Source: an optimization exercise on an open RTL-to-GDS flow (aim: small area and a short achievable clock period). Production flows keep margins and buffers that such runs may drop. The RTL was checked by simulation tests, not by an equivalence proof against the original design. No driver is modelled on the clock port, so clocking that relies on it looks cheaper here than on a real chip. Power is estimated from default activity; no workload was simulated.

==> run a: inputs <==
==> flow/design.v <==
module alignment_output_buffer #(
  parameter int N = 128,
  parameter int DEPTH = 2*N,
  parameter int score_lenght = $clog2(N+1),
  parameter int CntW = $clog2(DEPTH+1)
) (
  input  logic clk,
  input  logic rst,
  input  logic en_traceB,
  input  logic end_c,
  input  logic [2:0] datoA,
  input  logic [2:0] datoB,
  input  logic signed [score_lenght:0] final_score,
  output logic out_valid,
  input  logic out_ready,
  output logic [2:0] out_A,
  output logic [2:0] out_B,
  output logic out_last,
  output logic signed [score_lenght:0] out_score,
  output logic [CntW-1:0] align_len,
  output logic busy,
  output logic done,
  output logic overflow
);
  localparam int L = 16;             
  localparam int G = DEPTH / L;      
  localparam int K = 4;              
  localparam int ROWS = DEPTH - 3;   
  logic s_collect, s_latch, s_drain, s_done, s_busy;
  logic [CntW-1:0] count;
  logic [L-1:0] wp_lo;
  logic [G-1:0] wp_hi;
  logic wr_v;
  logic [5:0] wr_d;
  logic [5:0] top, t1, t2, o;
  logic [K-1:0][5:0] part_q;
  logic [ROWS-1:0][5:0] mem;
  logic s_idle, push, full, wr, pop, pop_last, to_idle, back;
  logic [5:0] din, rd;
  assign s_idle   = !s_busy && !s_done;
  assign full     = count[CntW-1];
  assign push     = (s_idle || s_collect) && en_traceB;
  assign wr       = push && !full;
  assign pop      = s_drain && out_ready;
  assign pop_last = pop && out_last;
  assign back     = s_latch || pop;
  assign to_idle  = !en_traceB && ((s_collect && !end_c) || s_done);
  assign din      = {datoA, datoB};
  assign out_valid = s_drain;
  assign busy      = s_busy;
  assign done      = s_done;
  assign {out_A, out_B} = o;
  logic n_collect, n_latch, n_drain, n_done;
  assign n_collect = en_traceB && !end_c && (s_idle || s_collect);
  assign n_latch   = end_c && ((s_idle && en_traceB) || s_collect);
  assign n_drain   = s_latch || (s_drain && !pop_last);
  assign n_done    = pop_last || (s_done && en_traceB);
  logic cnt_is1, cnt_is2;
  assign cnt_is1 = count == CntW'(1);
  assign cnt_is2 = count == CntW'(2);
  always_ff @(posedge clk or negedge rst)
    if (!rst) begin
      s_collect <= 1'b0;
      s_latch   <= 1'b0;
      s_drain   <= 1'b0;
      s_done    <= 1'b0;
      s_busy    <= 1'b0;
      count     <= '0;
      out_score <= '0;
      align_len <= '0;
      overflow  <= 1'b0;
      out_last  <= 1'b0;
      o         <= '0;
      wp_lo     <= L'(1);
      wp_hi     <= G'(1);
      wr_v      <= 1'b0;
    end else begin
      s_collect <= n_collect;
      s_latch   <= n_latch;
      s_drain   <= n_drain;
      s_done    <= n_done;
      s_busy    <= n_collect || n_latch || n_drain;
      wr_v      <= wr;
      if (to_idle) count <= '0;
      else if (wr) count <= count + CntW'(1);
      else if (pop) count <= count - CntW'(1);
      if (to_idle) begin
        wp_lo <= L'(1);
        wp_hi <= G'(1);
      end else if (wr) begin
        wp_lo <= {wp_lo[L-2:0], wp_lo[L-1]};
        if (wp_lo[L-1]) wp_hi <= {wp_hi[G-2:0], wp_hi[G-1]};
      end else if (back) begin
        wp_lo <= {wp_lo[0], wp_lo[L-1:1]};
        if (wp_lo[0]) wp_hi <= {wp_hi[0], wp_hi[G-1:1]};
      end
      if (s_latch) out_score <= final_score;
      if (to_idle) align_len <= '0;
      else if (s_latch) align_len <= count;
      if (to_idle) overflow <= 1'b0;
      else if (push && full) overflow <= 1'b1;
      out_last <= s_latch ? cnt_is1 : (s_drain && (out_ready ? cnt_is2 : out_last));
      if (s_latch) o <= top;
      else if (!s_drain || pop_last) o <= '0;
      else if (out_ready) o <= t1;
    end
  always_ff @(posedge clk) begin
    wr_d <= din;
    if (wr) begin
      top <= din;
      t1  <= top;
      t2  <= t1;
    end else if (pop) begin
      t1  <= t2;
      t2  <= rd;
    end
  end
  always_ff @(posedge clk)
    for (int r = 0; r < ROWS; r++)
      if (wr_v && wp_lo[(r + 1) % L] && wp_hi[((r + 1) / L) % G]) mem[r] <= wr_d;
  logic [G-1:0][5:0] grp;
  logic [K-1:0][5:0] part;
  always_comb begin
    for (int g = 0; g < G; g++) begin
      grp[g] = '0;
      for (int j = 0; j < L; j++)
        if ((g * L + j + DEPTH - 4) % DEPTH < ROWS)
          grp[g] = grp[g] | ({6{wp_lo[j]}} & mem[(g * L + j + DEPTH - 4) % DEPTH]);
    end
    for (int k = 0; k < K; k++) begin
      part[k] = '0;
      for (int g = k * (G / K); g < (k + 1) * (G / K); g++)
        part[k] = part[k] | ({6{wp_hi[g]}} & grp[g]);
    end
  end
  always_ff @(posedge clk)
    if (back) part_q <= part;
  always_comb begin
    rd = '0;
    for (int k = 0; k < K; k++) rd = rd | part_q[k];
  end
endmodule
==> flow/run.sh <==
#!/bin/bash
# synth_recipe.tcl (not shown) runs the flow's synth.tcl, then flattens the netlist and writes it again
# the make line also repeats each setting of config.mk as NAME=value (left out here)
make -C /OpenROAD-flow-scripts/flow DESIGN_CONFIG=/design/flow/config.mk WORK_HOME=/design/flow/orfs CLKGATE_MAP_FILE= SYNTH_SCRIPT=/design/flow/synth_recipe.tcl finish
==> flow/config.mk <==
export PLATFORM = sky130hd
export DESIGN_NAME = alignment_output_buffer
export DESIGN_NICKNAME = alignment_output_buffer
export VERILOG_FILES = /design/flow/design.v
export SDC_FILE = /design/flow/constraint.sdc
export NUM_CORES = 4
export LEC_CHECK = 0
export CAP_MARGIN = 20
export CORE_MARGIN = 2
export CORE_UTILIZATION = 55
export SETUP_SLACK_MARGIN = 4.3
export SLEW_MARGIN = 20
==> flow/constraint.sdc <==
create_clock -name core_clock -period 6.5 [get_ports {clk}]
set_input_delay 1.3000 -clock core_clock [delete_from_list [all_inputs] [get_ports {clk}]]
set_output_delay 1.3000 -clock core_clock [all_outputs]
set_load 0.01 [all_outputs]
==> inputs of run b, as changes to run a <==
--- a/flow/design.v
+++ b/flow/design.v
@@ -26,3 +26,3 @@
   localparam int G = DEPTH / L;      
-  localparam int K = 4;              
+  localparam int K = 8;              
   localparam int ROWS = DEPTH - 3;   
@@ -57,2 +57,14 @@
   assign n_done    = pop_last || (s_done && en_traceB);
+  logic can_wr, idle_if_off;
+  logic [CntW-1:0] cnt_inc, cnt_back;
+  logic [L-1:0] lo_inc, lo_back;
+  logic [G-1:0] hi_inc, hi_back;
+  assign can_wr      = (s_idle || s_collect) && !full;
+  assign idle_if_off = s_done || (s_collect && !end_c);
+  assign cnt_inc  = count + CntW'(1);
+  assign cnt_back = pop ? count - CntW'(1) : count;
+  assign lo_inc   = {wp_lo[L-2:0], wp_lo[L-1]};
+  assign hi_inc   = wp_lo[L-1] ? {wp_hi[G-2:0], wp_hi[G-1]} : wp_hi;
+  assign lo_back  = back ? {wp_lo[0], wp_lo[L-1:1]} : wp_lo;
+  assign hi_back  = (back && wp_lo[0]) ? {wp_hi[0], wp_hi[G-1:1]} : wp_hi;
   logic cnt_is1, cnt_is2;
@@ -83,15 +95,5 @@
       wr_v      <= wr;
-      if (to_idle) count <= '0;
-      else if (wr) count <= count + CntW'(1);
-      else if (pop) count <= count - CntW'(1);
-      if (to_idle) begin
-        wp_lo <= L'(1);
-        wp_hi <= G'(1);
-      end else if (wr) begin
-        wp_lo <= {wp_lo[L-2:0], wp_lo[L-1]};
-        if (wp_lo[L-1]) wp_hi <= {wp_hi[G-2:0], wp_hi[G-1]};
-      end else if (back) begin
-        wp_lo <= {wp_lo[0], wp_lo[L-1:1]};
-        if (wp_lo[0]) wp_hi <= {wp_hi[0], wp_hi[G-1:1]};
-      end
+      count <= en_traceB ? (can_wr ? cnt_inc : cnt_back) : (idle_if_off ? '0 : cnt_back);
+      wp_lo <= en_traceB ? (can_wr ? lo_inc : lo_back) : (idle_if_off ? L'(1) : lo_back);
+      wp_hi <= en_traceB ? (can_wr ? hi_inc : hi_back) : (idle_if_off ? G'(1) : hi_back);
       if (s_latch) out_score <= final_score;
==> flow/flow/run.sh (new file) <==
#!/bin/bash
# Own flow: the standard layout (standard.sh, all steps) with two changes:
#  - the port buffers that placement inserts are buf_4 cells instead of the
#    default pick (a clock delay buffer);
#  - in CTS (flow/cts_hook.tcl) the clock port drives the first level of the
#    clock tree directly instead of through a single root buffer.
set -euo pipefail
work=$(pwd)
export PRE_CTS_TCL="$work/flow/cts_hook.tcl"
export BUFFER_PORTS_ARGS="-buffer_cell sky130_fd_sc_hd__buf_4"
bash standard.sh > "$work/standard.log" 2>&1
==> flow/flow/cts_hook.tcl (new file) <==
rename clock_tree_synthesis my_orig_clock_tree_synthesis
proc clock_tree_synthesis { args } {
  my_orig_clock_tree_synthesis {*}$args
  set block [ord::get_db_block]
  set bterm [$block findBTerm clk]
  set clknet [$bterm getNet]
  set loads [$clknet getITerms]
  if { [llength $loads] != 1 } {
    puts "cts_hook: clock port drives [llength $loads] pins, tree left as built"
    return
  }
  set root [[lindex $loads 0] getInst]
  set out [[$root findITerm X] getNet]
  set sinks {}
  foreach it [$out getITerms] {
    if { ![$it isOutputSignal] } { lappend sinks $it }
  }
  if { [llength $sinks] < 1 || [llength $sinks] > 4 } {
    puts "cts_hook: root [$root getName] drives [llength $sinks] pins, tree left as built"
    return
  }
  foreach it $sinks {
    if { ![string match "*clkbuf*" [[[$it getInst] getMaster] getName]] } {
      puts "cts_hook: root drives [[$it getInst] getName], not a buffer; tree left as built"
      return
    }
  }
  foreach it $sinks {
    $it disconnect
    $it connect $clknet
  }
  [$root findITerm A] disconnect
  [$root findITerm X] disconnect
  set rname [$root getName]
  odb::dbInst_destroy $root
  odb::dbNet_destroy $out
  puts "cts_hook: removed root buffer $rname; clock port now drives [llength $sinks] buffers"
}
==> flow/standard.sh (new file) <==
#!/bin/bash
# synth_recipe.tcl (not shown) runs the flow's synth.tcl, then flattens the netlist and writes it again
# the make line also repeats each setting of config.mk as NAME=value (left out here)
make -C /OpenROAD-flow-scripts/flow DESIGN_CONFIG=/design/flow/config.mk WORK_HOME=/design/flow/orfs CLKGATE_MAP_FILE= SYNTH_SCRIPT=/design/flow/synth_recipe.tcl "${@:-finish}"
CORE_UTILIZATION = 70   (was 55)
CTS_CLUSTER_DIAMETER = 100   (was default)
CTS_CLUSTER_SIZE = 30   (was default)
TNS_END_PERCENT = 0   (was default)
removed: flow/run.sh
==> qor summary <==
metric                                                               run b           run a
Post-synthesis to final-layout area growth                          6.352%          20.35%
Synthesis-stage register bit count                                    1663            1639
Total placed instance area                                      63110 um^2      62910 um^2
Routed length per placed instance                                 35.63 um        37.69 um
Result of the run                                           finished clean  finished clean
Standby leakage power                                             21.61 nW        24.79 nW
Cell variety after synth                                                54              55
Reg-to-reg setup timing slack                                      4.07 ns         4.01 ns
Non-clock buffer count                                                 147             332
DR pass1 iterations                                                      8               6
Worst path depth                                                         5               1
Sequential power                                                  0.0131 W        0.0122 W
Met1 routing resource usage after global routing                    0.5233          0.4913
Power share of the clock group                                       0.185           0.275
Count of flip-flops with a built-in enable after synthesis            1584            1560
Max_slew headroom                                                   0.1851          0.1859

## separate check: timing with driven ports
No port has a modelled driver above. Below, the same layouts with a new extraction and two added sets of constraints.
Step 1, drivers: a clkbuf_16 drives clk and a buf_2 each remaining input, both assumed.
Step 2 adds t to the input delays and takes it off the output delays; t is the mean of the earliest and latest rising clock arrival at the registers after step 1. Input paths then give back, and output paths get back, about the clock's delay inside the block.
Three values: ideal, step 1, step 2; two values: the first two.
| run | t, ns | setup slack, ns | clock arrival spread, ns | worst slew at a driven data input, ns |
|---|---|---|---|---|
| run a | 0.837 | 3.855 / 3.779 / 3.551 | 0.031 / 0.031 | 0.04 |
| run b | 0.621 | 4.069 / 4.032 / 3.695 | 0.035 / 0.036 | 0.04 |
After both steps setup and hold are still met in every run listed. For run b, which loses most, drivers alone change the setup slack by -0.037 ns; drivers and shift together by -0.374 ns.
